This is an optimization exercise on Yosys and OpenROAD, whose aim is small area and a short achievable clock period, not a production implementation.
RTL that was checked went through simulation tests only; none was proved equivalent to the original.
Power figures rest on the tool's default switching activity, not on a simulated workload.

== north ==
==> module bmd_csr_dec, before the edit <==
module bmd_csr_dec (
   input  wire [6:0]   a_i,
   input  wire         wr_en_i,
   input  wire         rst_i,
   output logic [17:0] sel_o,
   output logic [17:0] we_o,
   output logic [17:0] hold_o
);
   always_comb begin
      for (int k = 0; k < 18; k++) begin
         sel_o[k]  = (a_i == 7'(k));
         we_o[k]   = wr_en_i && sel_o[k] && !rst_i;
         hold_o[k] = !(wr_en_i && sel_o[k]) && !rst_i;
      end
   end
endmodule
export LEC_CHECK = 0
export CAP_MARGIN = 20
export CORE_MARGIN = 2
export CORE_UTILIZATION = 55
export SETUP_SLACK_MARGIN = 3.38
export SLEW_MARGIN = 20
export SYNTH_HIERARCHICAL = 1
create_clock -name core_clock -period 5.8 [get_ports {clk}]
standard.sh (not shown) runs the stock make flow with config.mk's settings and CLKGATE_MAP_FILE= SYNTH_SCRIPT=/design/flow/synth_recipe.tcl, a recipe that flattens the netlist after the stock synthesis.
==> flow/flow/run.sh <==
#!/bin/bash
# Standard layout, with the smallest plain buffer on every port instead of the
# default delay buffer (the resizer still upsizes any that timing needs), and a
# clock tree of smaller buffers without dummy balancing loads.
set -uo pipefail
export BUFFER_PORTS_ARGS="-buffer_cell sky130_fd_sc_hd__buf_1"
export CTS_ARGS="-sink_clustering_enable -repair_clock_nets -dont_use_dummy_load -sink_clustering_size 16 -sink_clustering_max_diameter 50 -buf_list {sky130_fd_sc_hd__clkbuf_4 sky130_fd_sc_hd__clkbuf_8}"
bash standard.sh > standard.log 2>&1
north | stages: all done | timing, DRC, antenna: all pass
#### Input delta (south over north)
--- a/flow/design.v
+++ b/flow/design.v
@@ -208,12 +208,56 @@
    output logic [17:0] hold_o
 );
-   always_comb begin
-      for (int k = 0; k < 18; k++) begin
-         sel_o[k]  = (a_i == 7'(k));
-         we_o[k]   = wr_en_i && sel_o[k] && !rst_i;
-         hold_o[k] = !(wr_en_i && sel_o[k]) && !rst_i;
+   logic [2:0] na;
+   logic [7:0] lo;
+   logic [2:0] hz;
+   logic [2:0] hzw;
+   logic [2:0] hzr;
+   logic       wv;
+   for (genvar i = 0; i < 3; i++) begin : g_inv
+      bmd_g_inv u_inv (.a(a_i[i]), .y(na[i]));
+   end
+   for (genvar j = 0; j < 8; j++) begin : g_lo
+      bmd_g_nor3 u_lo (.a(j[0] ? na[0] : a_i[0]), .b(j[1] ? na[1] : a_i[1]),
+                       .c(j[2] ? na[2] : a_i[2]), .y(lo[j]));
+   end
+   for (genvar m = 0; m < 3; m++) begin : g_hz
+      if (m == 0) begin : g_m0
+         bmd_g_nor4 u_hz (.a(a_i[6]), .b(a_i[5]), .c(a_i[4]), .d(a_i[3]), .y(hz[m]));
+      end else if (m == 1) begin : g_m1
+         bmd_g_nor4b u_hz (.a(a_i[6]), .b(a_i[5]), .c(a_i[4]), .dn(a_i[3]), .y(hz[m]));
+      end else begin : g_m2
+         bmd_g_nor4b u_hz (.a(a_i[6]), .b(a_i[5]), .c(a_i[3]), .dn(a_i[4]), .y(hz[m]));
       end
+      bmd_g_and2 u_hzw (.a(hz[m]), .b(wv), .y(hzw[m]));
+      bmd_g_and2 u_hzr (.a(hz[m]), .b(wr_en_i), .y(hzr[m]));
+   end
+   bmd_g_nor2b u_wv (.a(rst_i), .bn(wr_en_i), .y(wv));
+   for (genvar k = 0; k < 18; k++) begin : g_out
+      bmd_g_and2  u_sel  (.a(lo[k % 8]), .b(hz[k / 8]), .y(sel_o[k]));
+      bmd_g_and2  u_we   (.a(lo[k % 8]), .b(hzw[k / 8]), .y(we_o[k]));
+      bmd_g_a21oi u_hold (.a1(lo[k % 8]), .a2(hzr[k / 8]), .b1(rst_i), .y(hold_o[k]));
    end
 endmodule
+module bmd_g_inv (input wire a, output logic y);
+   assign y = ~a;
+endmodule
+module bmd_g_and2 (input wire a, input wire b, output logic y);
+   assign y = a & b;
+endmodule
+module bmd_g_nor2b (input wire a, input wire bn, output logic y);
+   assign y = ~a & bn;
+endmodule
+module bmd_g_nor3 (input wire a, input wire b, input wire c, output logic y);
+   assign y = ~(a | b | c);
+endmodule
+module bmd_g_nor4 (input wire a, input wire b, input wire c, input wire d, output logic y);
+   assign y = ~(a | b | c | d);
+endmodule
+module bmd_g_nor4b (input wire a, input wire b, input wire c, input wire dn, output logic y);
+   assign y = ~(a | b | c) & dn;
+endmodule
+module bmd_g_a21oi (input wire a1, input wire a2, input wire b1, output logic y);
+   assign y = ~((a1 & a2) | b1);
+endmodule
 `default_nettype wire
 `timescale 1ns/10ps
[summary]
In the flow results for south and north, the portion of total power attributed to combinational logic is larger on north.
Relative to north, the routed wire length measured on south has decreased by a few percent.
south reports its slowest cell on the critical path as and2_2 while north reports or4b_4.
[compare] base=north new=south: share of total power in the clock network shows a reduction of 0.6 points; shortest period the worst path allows shows an increase of 0.013 ns; overall die height shows a reduction of 1.0 um; utilization shows a reduction of 2.3 points.
Only the layout flow was run in north; the RTL was not checked for function there.

==> re-timing with driven ports <==
No port has a modelled driver above. Below, the same layouts with a new extraction and two added sets of constraints. Step 1: set_driving_cell puts a clkbuf_16 on clk and a buf_2 on each other input, an assumption about the parent block. Step 2 moves the port delays by t, midway between the first and last clock arrival at a register: inputs arrive t later, outputs are due t later. That takes back most of the time a late clock gives input paths. a / b / c = ideal / step 1 / step 2; a / b = the first two.
run | t, ns | setup slack, ns | worst setup path at the end
north | 0.698 | 3.366 / 3.317 / 2.700 | input to register
south | 0.682 | 3.353 / 3.320 / 2.689 | input to register
After both steps every run listed still meets setup and hold. For north, which loses most, drivers alone change the setup slack by -0.049 ns; drivers and shift together by -0.666 ns.
